Context: an optimization exercise on an open-source flow, tuned for small area and a short achievable clock period. The choices shown serve that exercise and are no tape-out recipe. At most, simulation tests tie the RTL to the original design; equivalence was not proved. For runs 1 and 2, only the layout was checked, not whether the RTL still works. No activity file was given, so power comes from the tool's default toggle rates.

[flow/flow/run.sh]
#!/bin/bash
# Standard layout with two changes: a plain buffer cell on the ports in place of the tool's
# default pick, and no full/half-adder cell extraction in synthesis (plain gates for abc).
set -euo pipefail
export BUFFER_PORTS_ARGS="-buffer_cell sky130_fd_sc_hd__buf_4"
bash standard.sh ADDER_MAP_FILE= finish > standard_flow.log 2>&1
[flow/config.mk]
export PLATFORM = sky130hd
export DESIGN_NAME = mips_id_ex
export DESIGN_NICKNAME = mips_id_ex
export VERILOG_FILES = /design/flow/design.v
export SDC_FILE = /design/flow/constraint.sdc
export NUM_CORES = 4
export LEC_CHECK = 0
export CAP_MARGIN = 20
export CORE_MARGIN = 2
export CORE_UTILIZATION = 40
export PLACE_DENSITY = 0.55
export SETUP_SLACK_MARGIN = 2.8
export SLEW_MARGIN = 20
[flow/standard.sh]
#!/bin/bash
# synth_recipe.tcl (not shown) runs the flow's synth.tcl, then flattens the netlist and writes it again
# the make line also repeats each setting of config.mk as NAME=value (left out here)
make -C /OpenROAD-flow-scripts/flow DESIGN_CONFIG=/design/flow/config.mk WORK_HOME=/design/flow/orfs CLKGATE_MAP_FILE= SYNTH_SCRIPT=/design/flow/synth_recipe.tcl "${@:-finish}"
[flow/constraint.sdc]
create_clock -name core_clock -period 5.5 [get_ports {i_clk}]
set_input_delay 1.1000 -clock core_clock [delete_from_list [all_inputs] [get_ports {i_clk}]]
set_output_delay 1.1000 -clock core_clock [all_outputs]
set_load 0.01 [all_outputs]
[flow/design.v]
`timescale 1ns/1ps
package mips_pkg;
	typedef logic [31:0] word_t;
	typedef logic [4:0]  reg_addr_t;
	typedef logic [5:0]  opcode_t;
	typedef logic [5:0]  funct_t;
	typedef logic [1:0]  alu_op_t;
	typedef logic [3:0]  alu_ctrl_t;
	localparam opcode_t OP_RTYPE = 6'h00;
	localparam opcode_t OP_BEQ   = 6'h04;
	localparam opcode_t OP_ADDI  = 6'h08;
	localparam opcode_t OP_LW    = 6'h23;
	localparam opcode_t OP_SW    = 6'h2b;
	localparam funct_t FUNCT_SLL = 6'h00;
	localparam funct_t FUNCT_SRL = 6'h02;
	localparam funct_t FUNCT_ADD = 6'h20;
	localparam funct_t FUNCT_SUB = 6'h22;
	localparam funct_t FUNCT_AND = 6'h24;
	localparam funct_t FUNCT_OR  = 6'h25;
	localparam funct_t FUNCT_SLT = 6'h2a;
	localparam alu_op_t ALUOP_ADD   = 2'b00;
	localparam alu_op_t ALUOP_SUB   = 2'b01;
	localparam alu_op_t ALUOP_FUNCT = 2'b10;
	localparam alu_ctrl_t ALU_AND = 4'b0000;
	localparam alu_ctrl_t ALU_OR  = 4'b0001;
	localparam alu_ctrl_t ALU_ADD = 4'b0010;
	localparam alu_ctrl_t ALU_SUB = 4'b0110;
	localparam alu_ctrl_t ALU_SLT = 4'b0111;
	localparam alu_ctrl_t ALU_SLL = 4'b1000;
	localparam alu_ctrl_t ALU_SRL = 4'b1001;
endpackage
`timescale 1ns/1ps
module mips_id_ex #(
	parameter int P_RF_DEPTH = 32
) (
	input  logic                i_clk,
	input  logic                i_reset,
	input  logic                i_instr_valid,
	input  mips_pkg::word_t     i_instr,
	input  mips_pkg::word_t     i_next_pc,
	input  logic                i_wb_en,
	input  mips_pkg::reg_addr_t i_wb_addr,
	input  mips_pkg::word_t     i_wb_data,
	output logic                o_ex_valid,
	output logic                o_branch,
	output logic                o_memread,
	output logic                o_memwrite,
	output logic                o_memtoreg,
	output logic                o_regwrite,
	output mips_pkg::word_t     o_branch_target,
	output logic                o_zero,
	output mips_pkg::word_t     o_alu_result,
	output mips_pkg::word_t     o_store_data,
	output mips_pkg::reg_addr_t o_dest_addr
);
	logic [31:1][31:0] regs;
	logic [31:1]       wsel;
	logic [31:0]       wdata;
	logic              wr_ok;
	assign wr_ok = i_wb_en && (i_wb_addr != 5'd0);
	assign wdata = i_reset ? 32'd0 : i_wb_data;
	always_comb
	begin
		for (int i = 1; i < 32; i++)
			wsel[i] = i_reset | (i_wb_en & (i_wb_addr == 5'(i)));
	end
	always_ff @(posedge i_clk)
	begin
		for (int i = 1; i < 32; i++)
			if (wsel[i])
				regs[i] <= wdata;
	end
	logic [5:0]  opcode;
	logic [5:0]  funct;
	logic [4:0]  addr_rs;
	logic [4:0]  addr_rt;
	logic [4:0]  addr_rd;
	logic        is_r, is_addi, is_lw, is_sw, is_beq;
	logic        f_sub, f_and, f_or, f_slt, f_sll, f_srl;
	logic        v;
	assign opcode  = i_instr[31:26];
	assign funct   = i_instr[5:0];
	assign addr_rs = i_instr[25:21];
	assign addr_rt = i_instr[20:16];
	assign addr_rd = i_instr[15:11];
	assign is_r    = (opcode == 6'h00);
	assign is_addi = (opcode == 6'h08);
	assign is_lw   = (opcode == 6'h23);
	assign is_sw   = (opcode == 6'h2b);
	assign is_beq  = (opcode == 6'h04);
	assign f_sub = (funct == 6'h22);
	assign f_and = (funct == 6'h24);
	assign f_or  = (funct == 6'h25);
	assign f_slt = (funct == 6'h2a);
	assign f_sll = (funct == 6'h00);
	assign f_srl = (funct == 6'h02);
	assign v = i_instr_valid & ~i_reset;
	logic [31:0] rs_raw, rt_raw, rs_data, rt_data;
	always_comb
	begin
		rs_raw = 32'd0;
		rt_raw = 32'd0;
		for (int i = 1; i < 32; i++)
		begin
			rs_raw = rs_raw | ({32{addr_rs == 5'(i)}} & regs[i]);
			rt_raw = rt_raw | ({32{addr_rt == 5'(i)}} & regs[i]);
		end
	end
	assign rs_data = (wr_ok && (i_wb_addr == addr_rs)) ? i_wb_data : rs_raw;
	assign rt_data = (wr_ok && (i_wb_addr == addr_rt)) ? i_wb_data : rt_raw;
	logic        alusrc, sub;
	logic [31:0] sext, bx;
	assign alusrc = is_addi | is_lw | is_sw;
	assign sub    = is_beq | (is_r & (f_sub | f_slt));
	assign sext   = {{16{i_instr[15]}}, i_instr[15:0]};
	assign bx     = (alusrc ? sext : rt_data) ^ {32{sub}};
	logic        id_valid, id_branch, id_memread, id_memwrite, id_regwrite;
	logic        id_sub, id_sum, id_and, id_or, id_slt, id_sll, id_srl;
	logic [31:0] id_rs, id_bx, id_rt, id_target;
	logic [4:0]  id_shamt;
	logic [4:0]  id_dest;
	always_ff @(posedge i_clk)
	begin
		id_valid    <= v;
		id_branch   <= v & is_beq;
		id_memread  <= v & is_lw;
		id_memwrite <= v & is_sw;
		id_regwrite <= v & (is_r | is_addi | is_lw);
	end
	always_ff @(posedge i_clk)
	begin
		id_sub    <= sub;
		id_and    <= is_r & f_and;
		id_or     <= is_r & f_or;
		id_slt    <= is_r & f_slt;
		id_sll    <= is_r & f_sll;
		id_srl    <= is_r & f_srl;
		id_sum    <= ~(is_r & (f_and | f_or | f_slt | f_sll | f_srl));
		id_rs     <= rs_data;
		id_bx     <= bx;
		id_rt     <= rt_data;
		id_shamt  <= i_instr[10:6];
		id_target <= i_next_pc + {sext[29:0], 2'b00};
		id_dest   <= is_r ? addr_rd : addr_rt;
	end
	logic [31:0] sum, shl, shr, res;
	logic [32:0] sum33;
	logic        slt, z_sum, z_and, z_or, z_shl, z_shr, zero;
	logic [31:0] k;
	assign sum33 = {id_rs, 1'b1} + {id_bx, id_sub};
	assign sum   = sum33[32:1];
	assign slt   = (id_rs[31] == id_bx[31]) ? id_rs[31] : sum[31];
	assign shl   = id_bx << id_shamt;
	assign shr   = id_bx >> id_shamt;
	assign res = ({32{id_sum}} & sum)
	           | ({32{id_and}} & (id_rs & id_bx))
	           | ({32{id_or}}  & (id_rs | id_bx))
	           | ({32{id_slt}} & {31'd0, slt})
	           | ({32{id_sll}} & shl)
	           | ({32{id_srl}} & shr);
	assign k     = {id_rs[30:0] | id_bx[30:0], id_sub};
	assign z_sum = ((id_rs ^ id_bx) == k);
	assign z_and = ((id_rs & id_bx) == 32'd0);
	assign z_or  = ((id_rs | id_bx) == 32'd0);
	assign z_shl = (shl == 32'd0);
	assign z_shr = (shr == 32'd0);
	assign zero = (id_sum & z_sum) | (id_and & z_and) | (id_or & z_or)
	            | (id_slt & ~slt) | (id_sll & z_shl) | (id_srl & z_shr);
	always_ff @(posedge i_clk)
	begin
		o_ex_valid <= id_valid & ~i_reset;
		o_branch   <= id_branch & ~i_reset;
		o_memread  <= id_memread & ~i_reset;
		o_memwrite <= id_memwrite & ~i_reset;
		o_memtoreg <= id_memread & ~i_reset;
		o_regwrite <= id_regwrite & ~i_reset;
	end
	always_ff @(posedge i_clk)
	begin
		o_branch_target <= id_target;
		o_zero          <= zero;
		o_alu_result    <= res;
		o_store_data    <= id_rt;
		o_dest_addr     <= id_dest;
	end
endmodule
==> out/qor.csv, run 1 <==
metric,value,unit
status,timing/DRC/antenna clean,
cts_made_buffers,137,
syn_nets,4510,
hpwl,189,mm
path_max_fanout,19,
required,6230,ps
mostFrequentLayoutCells,"edfxtp_1, buf_4, a22oi_1",
grt_max_degree,75,
max-slew-margin-rel,0.139,
synth_area_leaders,"edfxtp_1, dfxtp_1, a22oi_1",
wl_per_cell,44.6,um
ys_types,84,
cp-end-kind,flip-flop,
ys_async_sr_fraction,0,
fmax,296,MHz
seq_area,0.0350,sq mm
io_buffers,212,
cts_tree,built,
vias_per_cell,7.38,
row_count,137,
final_util,0.519,
gp_congestion,1.04,
ioPinCount,213,
syn_area,0.0564,sq mm
clock_skew,26.8,ps
finalSetupTns,0,ps
htree_num_levels,4,
antenna_found_initial,18,
place_ws,1010,ps
cp-start-kind,flip-flop,
cts-hold-fix-buffers,0,
synth_area_leader_cell,edfxtp_1,
rsz0062_at_grt,yes,
p_leak,0.0256,uW
syn_avg_cell_area,12.8,sq um
max_slew.worst_pin.slew,1290,ps
nets,5063,
powerDensity,379,mW/mm^2
ir_drop,0.000357,V
layout_min_cycle_time,3380,ps
yosys.area.top_type_share,0.528,
multi_input_area,0.0227,sq mm
cts-root-buf,clkbuf_16,
grt_pass1_vias,47400,
clock_latency,820,ps
grt_usage,0.410,
clk_pin_slew_worst_paths,60,ps
die-height,380,um
period_share,0.615,
finalSetupViolCount,0,
yosysSeqAreaShare,0.619,
synth_edf_count,992,
coreArea,0.140,sq mm
final_common_cell,edfxtp_1,
fillCellCount,11800,
ys_warn_count,1,
clk_path_buf_depth,3,
setup_slack,2120,ps
criticalPathCategory,reg2reg,
num_vias,51300,
drive_gt1_frac,0.308,
wirelength,310,mm
drt_iter0_drc,11500,
ys_ff_latch,1249,
max-cap-violations,0,
slew_viol_final,0,
drc,0,
ant_nets,0,
die_x,380,um
initial_core_util,0.404,
cts_sinks,1249,
synthToLayoutAreaGrowth,28.4,%
dieArea,0.144,sq mm
synthCells,4405,
grt_overflow_total,0,
grt_pass1_wl,406,mm
crit_arrival,4110,ps
drt-pass1-iter-count,13,
hold_viol_final,0,
hp-class,reg2reg,
synth_ff_type,edfxtp_1,
==> sequential cells by signal, indices dropped and copies added, names as in the netlist, 5 cells and up <==
signal / flops
regs: 992
id_bx: 32
id_rs: 32
id_rt: 32
id_target: 32
o_alu_result: 32
o_branch_target: 32
o_store_data: 32
id_dest: 5
id_shamt: 5
o_dest_addr: 5
==> kinds of logic after synthesis <==
| logic type | count (synthesis) | synth area share |
|---|---|---|
| DFF | 1249 | 0.619 |
| xor gates and xnor gates | 159 | 0.0247 |
| adders and majority gates | 30 | 0.00543 |
| muxes | 152 | 0.0393 |
| buffers and inverters | 413 | 0.0291 |
| and+or+nand+nor | 915 | 0.0806 |
| AOI/OAI and AO/OA | 1487 | 0.202 |
==> where the power goes <==
| part | switching (uW) | leakage, uW | internal [uW] | total (uW) |
|---|---|---|---|---|
| sequential | 1100 | 0.0118 | 11400 | 12500 |
| combinational | 3410 | 0.0117 | 2120 | 5530 |
| clock | 4030 | 0.00219 | 5410 | 9450 |
==> worst max-delay path, cell delays in order (launching register included) <==
cell and delay, ps:
dfxtp_4 510, buf_12 220, mux4_2 520, mux2i_1 180, nand2_1 280, a21oi_1 280, a21oi_2 120, nor4_1 340
buf_4 210, nand4_1 110, nor4_2 270, a2111o_1 230
==> metal layers <==
| metal | global-route usage | vias to the layer above | wire (um) |
|---|---|---|---|
| met1 | 0.476 | 25000 | 101000 |
| met3 | 0.177 | 1704 | 48400 |
| met4 | 0.299 | 14 | 29900 |
| met2 | 0.604 | 5441 | 130000 |
| li1 | - | 19200 | - |
| met5 | 0 | - | 134 |
==> synthesized netlist by cell type, drive strengths merged, types with 14 or more instances <==
cell type / n
or2: 14
nor2b: 54
o21ai: 98
inv: 25
xnor2: 102
xor2: 57
o22ai: 14
clkbuf: 309
a221oi: 246
a22oi: 427
o31ai: 15
mux2: 19
mux4: 53
a21o: 42
o211ai: 19
maj3: 30
nand3: 87
nand2: 129
a31oi: 28
dfxtp: 257
a222oi: 79
a21oi: 183
nor2: 278
nand4: 154
mux2i: 80
o21bai: 17
buf: 78
edfxtp: 992
nor4: 29
a22o: 244
nor3: 93
==> worst paths after layout <==
check                                    startpoint                  endpoint  slack, ps  cells after the start
worst max-delay path            id_shamt[0]$_DFF_P_            o_zero$_DFF_P_       2120                     11
worst min-delay path              id_rt[23]$_DFF_P_  o_store_data[23]$_DFF_P_        320                      0
worst max register to register  id_shamt[0]$_DFF_P_            o_zero$_DFF_P_       2120                     11
worst min register to register    id_rt[23]$_DFF_P_  o_store_data[23]$_DFF_P_        320                      0
==> what timing repair did <==
item,CTS,global route
resized for setup,204,273
gates cloned,5,8
endpoints found under the setup margin,299,167
setup buffers,193,113
pin swaps,99,153
==> stage by stage <==
stage          area (sq um)  power [uW]  cells  hold slack (ps)
3_5_place_dp          62500       17200   6375              312
2_1_floorplan         58100       14600   4405              310
3_3_place_gp          62400       17200   6372              310
4_1_cts               69900       26800   6819              317
5_1_grt               72400       28000   6945              328
6_report              72500       27500   6957              317
==> cell type report <==
cell class / instances / area share
multi-input cells: 2749 / 0.313
inverters: 26 / 0.00150
repair inverters: 1 / 0.0000691
clock buffers: 176 / 0.0522
well taps: 1876 / 0.0324
repair buffers: 794 / 0.106
diodes: 16 / 0.000553
flip-flops and latches: 1249 / 0.483
clock inverters: 70 / 0.0103
==> inputs of run 2 (changes only) <==
==> flow/flow/run.sh (replaced) <==
#!/bin/bash
# Standard layout with three changes: a plain buffer cell on the ports in place of the tool's
# default pick, no full/half-adder cell extraction in synthesis (plain gates for abc), and a
# clock tree of smaller buffers without dummy loads.
set -euo pipefail
export BUFFER_PORTS_ARGS="-buffer_cell sky130_fd_sc_hd__buf_4"
export CTS_ARGS="-sink_clustering_enable -repair_clock_nets -dont_use_dummy_load -root_buf sky130_fd_sc_hd__clkbuf_16 -buf_list sky130_fd_sc_hd__clkbuf_8 -sink_clustering_size 20"
bash standard.sh ADDER_MAP_FILE= finish > standard_flow.log 2>&1
==> run 2 against run 1 <==
Critical path depth is 1 lower. Cell area is 1.7% lower. Setup slack better by 46 ps. Die area unchanged. Synthesized cell count unchanged. Routed wire length grew 0.59%. Clock-buffer cell count increased by 33. First-iteration DRC count rose by 2.0%. Clock skew grew 68 ps. Total power fell by 9.2%.
==> out/qor.csv, run 2 <==
metric,value,unit
status,timing/DRC/antenna clean,
grt_usage,0.412,
num_vias,51500,
crit_path_top_delay_cell,o21ai_0,
ys_warn_count,1,
drc,0,
hp-class,reg2reg,
ioPinCount,213,
clk_path_buf_depth,3,
cp.depth,10,
io_buffers,212,
fmax,300,MHz
period_share,0.607,
muxShareOfSynthArea,0.0393,
clk_pin_slew_worst_paths,60,ps
ys_ff_latch,1249,
cts_made_buffers,209,
syn_avg_cell_area,12.8,sq um
hold_viol_final,0,
synth_ff_type,edfxtp_1,
ys_top_cells_by_count,"edfxtp_1, a22oi_1, clkbuf_1, nor2_1, dfxtp_1",
grt_max_degree,75,
synthToLayoutAreaGrowth,26.3,%
initial_core_util,0.404,
max_slew.worst_pin.slew,1280,ps
max-cap-violations,0,
cts-hold-fix-buffers,0,
largest_reg_flops,992,
clock_skew,95.2,ps
syn_nets,4510,
final_util,0.510,
required,6110,ps
synth_top_family_by_area,compound AO/OA/AOI/OAI gates,
ys_async_sr_fraction,0,
synth_compound_area_frac,0.202,
nets,5147,
hold_depth,0,
synth-simple-area-share,0.0806,
max_stage_delay,450,ps
cp_cell_sequence,a31oi_4 > nor3_2 > a221o_1 > a221o_1 > a31oi_4 > o221ai_4 > maj3_2 > o2bb2ai_4 > maj3_2 > o21ai_0,
cp-start-kind,flip-flop,
antenna_found_initial,25,
ys_types,84,
cts_sinks,1249,
top_register,regs,
clock_latency,810,ps
ant_nets,0,
grt_pass1_vias,47900,
path_max_fanout,9,
synth-adder-area-share,0.00543,
layout_min_cycle_time,3340,ps
cp_top_family,compound AO/OA/AOI/OAI gates,
die-height,380,um
gp_congestion,1.04,
criticalPathCategory,reg2reg,
htree_num_levels,4,
fillCellCount,11900,
synth_edf_count,992,
yosysMostFrequentCell,edfxtp_1,
dieArea,0.144,sq mm
cts-root-buf,clkbuf_16,
mostFrequentLayoutCells,"edfxtp_1, buf_4, a22oi_1",
syn_area,0.0564,sq mm
grt_overflow_total,0,
ir_drop,0.000270,V
wl_per_cell,45.0,um
final_common_cell,edfxtp_1,
cts_tree,built,
crit_arrival,3940,ps
powerDensity,350,mW/mm^2
grt_pass1_wl,408,mm
cp-end-kind,flip-flop,
crit_buf_inv,0,
yosys.area_share.xor_xnor,0.0247,
finalSetupTns,0,ps
synth_area_leaders,"edfxtp_1, dfxtp_1, a22oi_1",
drive_gt1_frac,0.318,
vias_per_cell,7.42,
row_count,137,
wirelength,312,mm
yosysSeqAreaShare,0.619,
drt-pass1-iter-count,12,
max-slew-margin-rel,0.145,
synthCells,4405,
ff2ff_path_depth,10,
yosys.area.top_type_share,0.528,
finalSetupViolCount,0,
die_x,380,um
synth_area_leader_cell,edfxtp_1,
slew_viol_final,0,
coreArea,0.140,sq mm
p_leak,0.0251,uW
hpwl,189,mm
drt_iter0_drc,11700,
rsz0062_at_grt,yes,
[run 2: cell counts after synthesis]
No cell type changed its count.
[run 2: timing repair]
action,in CTS,in global routing
gates cloned,7,8
buffers inserted,202,115
setup endpoints to repair,317,177
gates resized for setup,221,296
pin swaps,99,167
[run 2: cell families after synthesis]
logic type               Yosys count
AO/OA/AOI/OAI                   1487
flip-flops                      1249
AND/OR/NAND/NOR                  915
buffers and inverters            413
XOR/XNOR                         159
multiplexers                     152
adder cells (fa/ha/maj)           30
[run 2: where the power goes]
group	total [uW]	leakage [uW]	switching, uW	internal, uW
clock	6850	0.00151	3520	3330
sequential	12500	0.0118	1080	11400
combinational	5600	0.0118	3460	2140
total	24900	0.0251	8060	16900
[run 2: area by class of cell]
| class | instances | area, sq um | area share |
|---|---|---|---|
| multi-input combinational | 2748 | 22900 | 0.322 |
| timing repair buffer | 807 | 7920 | 0.111 |
| sequential | 1249 | 35000 | 0.492 |
| clock buffer | 209 | 2890 | 0.0405 |
| tap | 1876 | 2350 | 0.0329 |
| antenna | 17 | 42.5 | 0.000597 |
| timing repair inverter | 1 | 5.00 | 0.0000702 |
| inverter | 26 | 109 | 0.00153 |
[run 2: worst paths after layout]
kind,slack [ps],from,endpoint
setup reg to reg,2160,id_rs[10]$_DFF_P_,o_alu_result[0]$_DFF_P_
setup / recovery,2160,id_rs[10]$_DFF_P_,o_alu_result[0]$_DFF_P_
hold reg to reg,280,id_rt[20]$_DFF_P_,o_store_data[20]$_DFF_P_
hold / removal,280,id_rt[20]$_DFF_P_,o_store_data[20]$_DFF_P_
[run 2: stage by stage]
stage | instance area (sq um) | hold WS (ps) | worst slack, ps | total power (uW) | instances
2_1_floorplan | 58100 | 310 | 2110 | 14600 | 4405
3_3_place_gp | 62400 | 310 | 787 | 17200 | 6372
3_5_place_dp | 62500 | 312 | 1010 | 17200 | 6375
4_1_cts | 68500 | 274 | 2060 | 24200 | 6793
5_1_grt | 71200 | 273 | 2110 | 25500 | 6919
6_report | 71300 | 283 | 2160 | 24900 | 6933
[run 2: routing by layer]
layer,part of all wire,GRT usage,vias to the layer above
li1,-,-,19200
met1,0.32,0.475,24900
met2,0.42,0.600,5570
met3,0.16,0.183,1794
met4,0.10,0.315,22
met5,0.00046,0.00165,-
==> inputs of run 3 (changes only) <==
--- a/flow/design.v
+++ b/flow/design.v
@@ -108,16 +108,10 @@
 	end
 	assign rs_data = (wr_ok && (i_wb_addr == addr_rs)) ? i_wb_data : rs_raw;
 	assign rt_data = (wr_ok && (i_wb_addr == addr_rt)) ? i_wb_data : rt_raw;
-	logic        alusrc, sub;
-	logic [31:0] sext, bx;
-	assign alusrc = is_addi | is_lw | is_sw;
-	assign sub    = is_beq | (is_r & (f_sub | f_slt));
-	assign sext   = {{16{i_instr[15]}}, i_instr[15:0]};
-	assign bx     = (alusrc ? sext : rt_data) ^ {32{sub}};
 	logic        id_valid, id_branch, id_memread, id_memwrite, id_regwrite;
-	logic        id_sub, id_sum, id_and, id_or, id_slt, id_sll, id_srl;
-	logic [31:0] id_rs, id_bx, id_rt, id_target;
-	logic [4:0]  id_shamt;
+	logic        id_alusrc, id_sub, id_and, id_or, id_slt, id_sll, id_srl;
+	logic [31:0] id_rs, id_rt, id_target;
+	logic [15:0] id_imm;
 	logic [4:0]  id_dest;
 	always_ff @(posedge i_clk)
 	begin
@@ -129,43 +123,66 @@
 	end
 	always_ff @(posedge i_clk)
 	begin
-		id_sub    <= sub;
+		id_alusrc <= is_addi | is_lw | is_sw;
+		id_sub    <= is_beq | (is_r & (f_sub | f_slt));
 		id_and    <= is_r & f_and;
 		id_or     <= is_r & f_or;
 		id_slt    <= is_r & f_slt;
 		id_sll    <= is_r & f_sll;
 		id_srl    <= is_r & f_srl;
-		id_sum    <= ~(is_r & (f_and | f_or | f_slt | f_sll | f_srl));
 		id_rs     <= rs_data;
-		id_bx     <= bx;
 		id_rt     <= rt_data;
-		id_shamt  <= i_instr[10:6];
-		id_target <= i_next_pc + {sext[29:0], 2'b00};
+		id_imm    <= i_instr[15:0];
+		id_target <= i_next_pc + {{14{i_instr[15]}}, i_instr[15:0], 2'b00};
 		id_dest   <= is_r ? addr_rd : addr_rt;
 	end
-	logic [31:0] sum, shl, shr, res;
+	logic [31:0] b, bx, sum, shl, shr, res;
 	logic [32:0] sum33;
 	logic        slt, z_sum, z_and, z_or, z_shl, z_shr, zero;
 	logic [31:0] k;
-	assign sum33 = {id_rs, 1'b1} + {id_bx, id_sub};
+	assign b     = id_alusrc ? {{16{id_imm[15]}}, id_imm} : id_rt;
+	assign bx    = b ^ {32{id_sub}};
+	assign sum33 = {id_rs, 1'b1} + {bx, id_sub};
 	assign sum   = sum33[32:1];
-	assign slt   = (id_rs[31] == id_bx[31]) ? id_rs[31] : sum[31];
-	assign shl   = id_bx << id_shamt;
-	assign shr   = id_bx >> id_shamt;
-	assign res = ({32{id_sum}} & sum)
-	           | ({32{id_and}} & (id_rs & id_bx))
-	           | ({32{id_or}}  & (id_rs | id_bx))
-	           | ({32{id_slt}} & {31'd0, slt})
-	           | ({32{id_sll}} & shl)
-	           | ({32{id_srl}} & shr);
-	assign k     = {id_rs[30:0] | id_bx[30:0], id_sub};
-	assign z_sum = ((id_rs ^ id_bx) == k);
-	assign z_and = ((id_rs & id_bx) == 32'd0);
-	assign z_or  = ((id_rs | id_bx) == 32'd0);
+	assign slt   = (id_rs[31] ^ id_rt[31]) ? id_rs[31] : sum[31];
+	assign shl   = id_rt << id_imm[10:6];
+	assign shr   = id_rt >> id_imm[10:6];
+	always_comb
+	begin
+		if (id_and)
+			res = id_rs & id_rt;
+		else if (id_or)
+			res = id_rs | id_rt;
+		else if (id_slt)
+			res = {31'd0, slt};
+		else if (id_sll)
+			res = shl;
+		else if (id_srl)
+			res = shr;
+		else
+			res = sum;
+	end
+	assign k     = {id_rs[30:0] | bx[30:0], id_sub};
+	assign z_sum = ((id_rs ^ bx) == k);
+	assign z_and = ((id_rs & id_rt) == 32'd0);
+	assign z_or  = ((id_rs | id_rt) == 32'd0);
 	assign z_shl = (shl == 32'd0);
 	assign z_shr = (shr == 32'd0);
-	assign zero = (id_sum & z_sum) | (id_and & z_and) | (id_or & z_or)
-	            | (id_slt & ~slt) | (id_sll & z_shl) | (id_srl & z_shr);
+	always_comb
+	begin
+		if (id_and)
+			zero = z_and;
+		else if (id_or)
+			zero = z_or;
+		else if (id_slt)
+			zero = ~slt;
+		else if (id_sll)
+			zero = z_shl;
+		else if (id_srl)
+			zero = z_shr;
+		else
+			zero = z_sum;
+	end
 	always_ff @(posedge i_clk)
 	begin
 		o_ex_valid <= id_valid & ~i_reset;
==> flow/run.sh (new file) <==
#!/bin/bash
# synth_recipe.tcl (not shown) runs the flow's synth.tcl, then flattens the netlist and writes it again
# the make line also repeats each setting of config.mk as NAME=value (left out here)
make -C /OpenROAD-flow-scripts/flow DESIGN_CONFIG=/design/flow/config.mk WORK_HOME=/design/flow/orfs CLKGATE_MAP_FILE= SYNTH_SCRIPT=/design/flow/synth_recipe.tcl finish
--- a/flow/config.mk
+++ b/flow/config.mk
@@ -7,7 +7,6 @@
 export LEC_CHECK = 0
 export CAP_MARGIN = 20
 export CORE_MARGIN = 2
-export CORE_UTILIZATION = 40
-export PLACE_DENSITY = 0.55
-export SETUP_SLACK_MARGIN = 2.8
+export CORE_UTILIZATION = 25
+export PLACE_DENSITY = 0.45
 export SLEW_MARGIN = 20
removed: flow/flow/run.sh
removed: flow/standard.sh
==> run 3 against run 2 <==
Synthesized cell count stayed put. Combinational power barely moved. Die area up 60%. Flip-flop and latch count decreased by 21. Sequential share of layout area increased by 0.81 points. Cell area shrank 3.1%. Routed wire length is 1.7% higher. Synthesized area increased by 0.66%. Clock skew fell by 37 ps. Setup slack worse by 950 ps. Via count shrank 3.8%. Sequential power hardly changed. Critical path type unchanged.
==> out/qor.csv, run 3 <==
metric,value,unit
instances_no_fill,7771,
htree_num_levels,4,
drt-pass1-iter-count,13,
grt_pass1_vias,46200,
max_stage_delay,500,ps
cts-hold-fix-buffers,0,
gp_congestion,0.974,
final_common_cell,edfxtp_1,
final_util,0.307,
drt_iter0_drc,10700,
syn_avg_cell_area,12.9,sq um
fmax,233,MHz
cp-end-kind,flip-flop,
antenna_found_initial,29,
cp-start-kind,flip-flop,
synthCells,4405,
ant_nets,0,
hold_viol_final,0,
hpwl,198,mm
min_from,id_target[14]$_DFF_P_,
layout_min_cycle_time,4280,ps
yosysMostFrequentCell,edfxtp_1,
ioPinCount,213,
clock_latency,830,ps
finalSetupTns,0,ps
row_count,174,
cp_top_family,compound AO/OA/AOI/OAI gates,
coreArea,0.225,sq mm
status,timing/DRC/antenna clean,
powerDensity,391,mW/mm^2
criticalPathCategory,reg2reg,
clock_skew,58.4,ps
wl_per_cell,40.8,um
period_share,0.779,
cts_tree,built,
yosysSeqAreaShare,0.608,
slew_viol_final,0,
rsz0062_at_grt,no,
synth_ff_type,edfxtp_1,
synth_edf_count,992,
clk_pin_slew_worst_paths,90,ps
hold_depth,0,
synthToLayoutAreaGrowth,21.6,%
num_vias,49500,
grt_pass1_wl,419,mm
fillCellCount,22500,
cts-resized-gates,0,
max-cap-violations,0,
reg2reg_slack,1220,ps
cts_made_buffers,131,
hp-class,reg2reg,
syn_nets,4604,
finalSetupViolCount,0,
cp_common_cell,a31o_1,
dp.cells,7513,
syn_area,0.0568,sq mm
grt_usage,0.264,
drc,0,
dieArea,0.231,sq mm
p_leak,0.0233,uW
max_slew.worst_pin.slew,1310,ps
seq_area,0.0345,sq mm
required,6200,ps
ys_warn_count,1,
r2r-end,o_zero$_DFF_P_,
ir_drop,0.000250,V
mostFrequentLayoutCells,"edfxtp_1, a22oi_1, a221oi_1",
ys_top_cells_by_count,"edfxtp_1, a22oi_1, clkbuf_1, nor2_1, a221oi_1",
synth_area_leaders,"edfxtp_1, dfxtp_1, a22oi_1",
crit_arrival,4980,ps
yosys.area.top_type_share,0.525,
die_x,481,um
cts_setup_buffers,0,
clk_path_buf_depth,3,
ys_ff_latch,1228,
io_buffers,212,
ff2ff_path_depth,14,
cts-root-buf,clkbuf_16,
crit_buf_inv,2,
hold_end,o_branch_target[14]$_DFF_P_,
synth_area_leader_cell,edfxtp_1,
path_max_fanout,17,
nets,4855,
vias_per_cell,6.37,
grt_max_degree,69,
drive_gt1_frac,0.144,
reg2reg_from,id_alusrc$_DFF_P_,
multi_input_area,0.0212,sq mm
largest_reg_flops,992,
grt_overflow_total,0,
max-slew-margin-rel,0.126,
ys_async_sr_fraction,0,
initial_core_util,0.252,
die-height,481,um
wirelength,317,mm
top_register,regs,
cts_sinks,1228,
crit_path_top_delay_cell,clkinv_1,
cp_cell_sequence,clkinv_1 > a21oi_1 > xnor2_1 > inv_1 > ha_1 > and3_1 > nand4_1 > a21o_1 > a311oi_2 > a21oi_4 > a2111oi_2 > o21ai_0 > a31o_1 > a31o_1,
ys_types,95,
run 3: cell types whose count changed after synthesis, sizes merged, moves of 21 or more:
cell    before  now
clkbuf     309  281
dfxtp      257  236
maj3        30    0
nand2      129   80
o21ai       98   69
a21oi      183  209
xnor2      102   64
ha           0   93
inv         25  109
run 3: cell type report:
| class | count | area share |
|---|---|---|
| Sequential cell | 1228 | 0.500 |
| Multi-Input combinational cell | 2722 | 0.308 |
| Clock buffer | 177 | 0.0517 |
| Antenna cell | 15 | 0.000543 |
| Clock inverter | 64 | 0.0124 |
| Timing Repair Buffer | 460 | 0.0677 |
| Inverter | 113 | 0.00614 |
| Tap cell | 2992 | 0.0542 |
run 3: logic make-up (layout without fill, tap and decap cells):
kind of cell             after synthesis  after routing  synth area share
XOR/XNOR                             114            114            0.0176
buffers and inverters                455            814            0.0325
other                                  0             15                 0
AO/OA/AOI/OAI                       1477           1477             0.199
adder cells (fa/ha/maj)               94             94            0.0208
multiplexers                         159            159            0.0433
AND/OR/NAND/NOR                      878            878            0.0790
flip-flops                          1228           1228             0.608
run 3: through the flow:
step / hold WS (ps) / setup WS [ps] / power (uW) / instance area, sq um
after floorplan: 310 / 1710 / 14600 / 56800
after global placement: 313 / 531 / 17800 / 64500
after detailed placement: 312 / 613 / 17700 / 64500
after CTS: 312 / 1280 / 26800 / 69000
after global routing: 325 / 973 / 27600 / 69000
final: 305 / 1220 / 27000 / 69100
run 3: how the worst max path moves through the flow:
stage / start / end / depth (start not counted)
after floorplan: id_alusrc$_DFF_P_ / o_zero$_DFF_P_ / 16
after global placement: i_wb_addr[3] / id_rs[16]$_DFF_P_ / 8
after detailed placement: i_wb_addr[3] / id_rs[2]$_DFF_P_ / 9
after CTS: id_alusrc$_DFF_P_ / o_zero$_DFF_P_ / 14
after global routing: id_alusrc$_DFF_P_ / o_zero$_DFF_P_ / 14
final: id_alusrc$_DFF_P_ / o_zero$_DFF_P_ / 14
run 3: per-layer routing:
| metal | global-route usage | vias to the layer above | part of all wire |
|---|---|---|---|
| li1 | - | 18600 | - |
| met1 | 0.335 | 24800 | 0.37 |
| met2 | 0.394 | 4848 | 0.43 |
| met3 | 0.0883 | 1263 | 0.13 |
| met4 | 0.146 | 16 | 0.067 |
| met5 | 0.000829 | - | 0.00040 |
run 3: power by group:
part	internal [uW]	leakage, uW	switching [uW]
Sequential	11200	0.0116	999
Clock	5140	0.00212	4060
Combinational	2050	0.00959	3560
Total	18400	0.0233	8620
run 3: worst reg2reg max path, delay by kind of cell (launching register included):
kind / cells / cell delay (ps)
xor gates and xnor gates: 1 / 170
DFF: 1 / 390
and+or+nand+nor: 2 / 410
adders and majority gates: 1 / 460
buffers and inverters: 2 / 570
AOI/OAI and AO/OA: 8 / 2210

## port drivers added, routing unchanged
In the flow no input, the clock included, has a driving cell. The finished layouts below were timed again as built, in two steps.
Step 1 (the two cells are an assumption about what drives the block):
set clk [get_ports {i_clk}]
set_driving_cell -lib_cell sky130_fd_sc_hd__clkbuf_16 $clk
set_driving_cell -lib_cell sky130_fd_sc_hd__buf_2 [delete_from_list [all_inputs] $clk]
Step 2 also shifts input and output timing later by t, the mid clock arrival at the registers, as if the neighbouring blocks saw the same clock.
Three values: ideal, step 1, step 2; two values: the first two.
run	shift t [ns]	setup slack, ns	worst setup path after step 2
run 1	0.889	2.118 / 2.118 / 1.768	input to register
run 2	0.844	2.164 / 2.164 / 1.708	input to register
run 3	0.891	1.217 / 1.217 / 0.482	input to register
After both steps setup and hold are still met in every run listed. The setup slack of run 3, which loses most, moves by 0.000 ns with the drivers and by -0.735 ns with both steps.
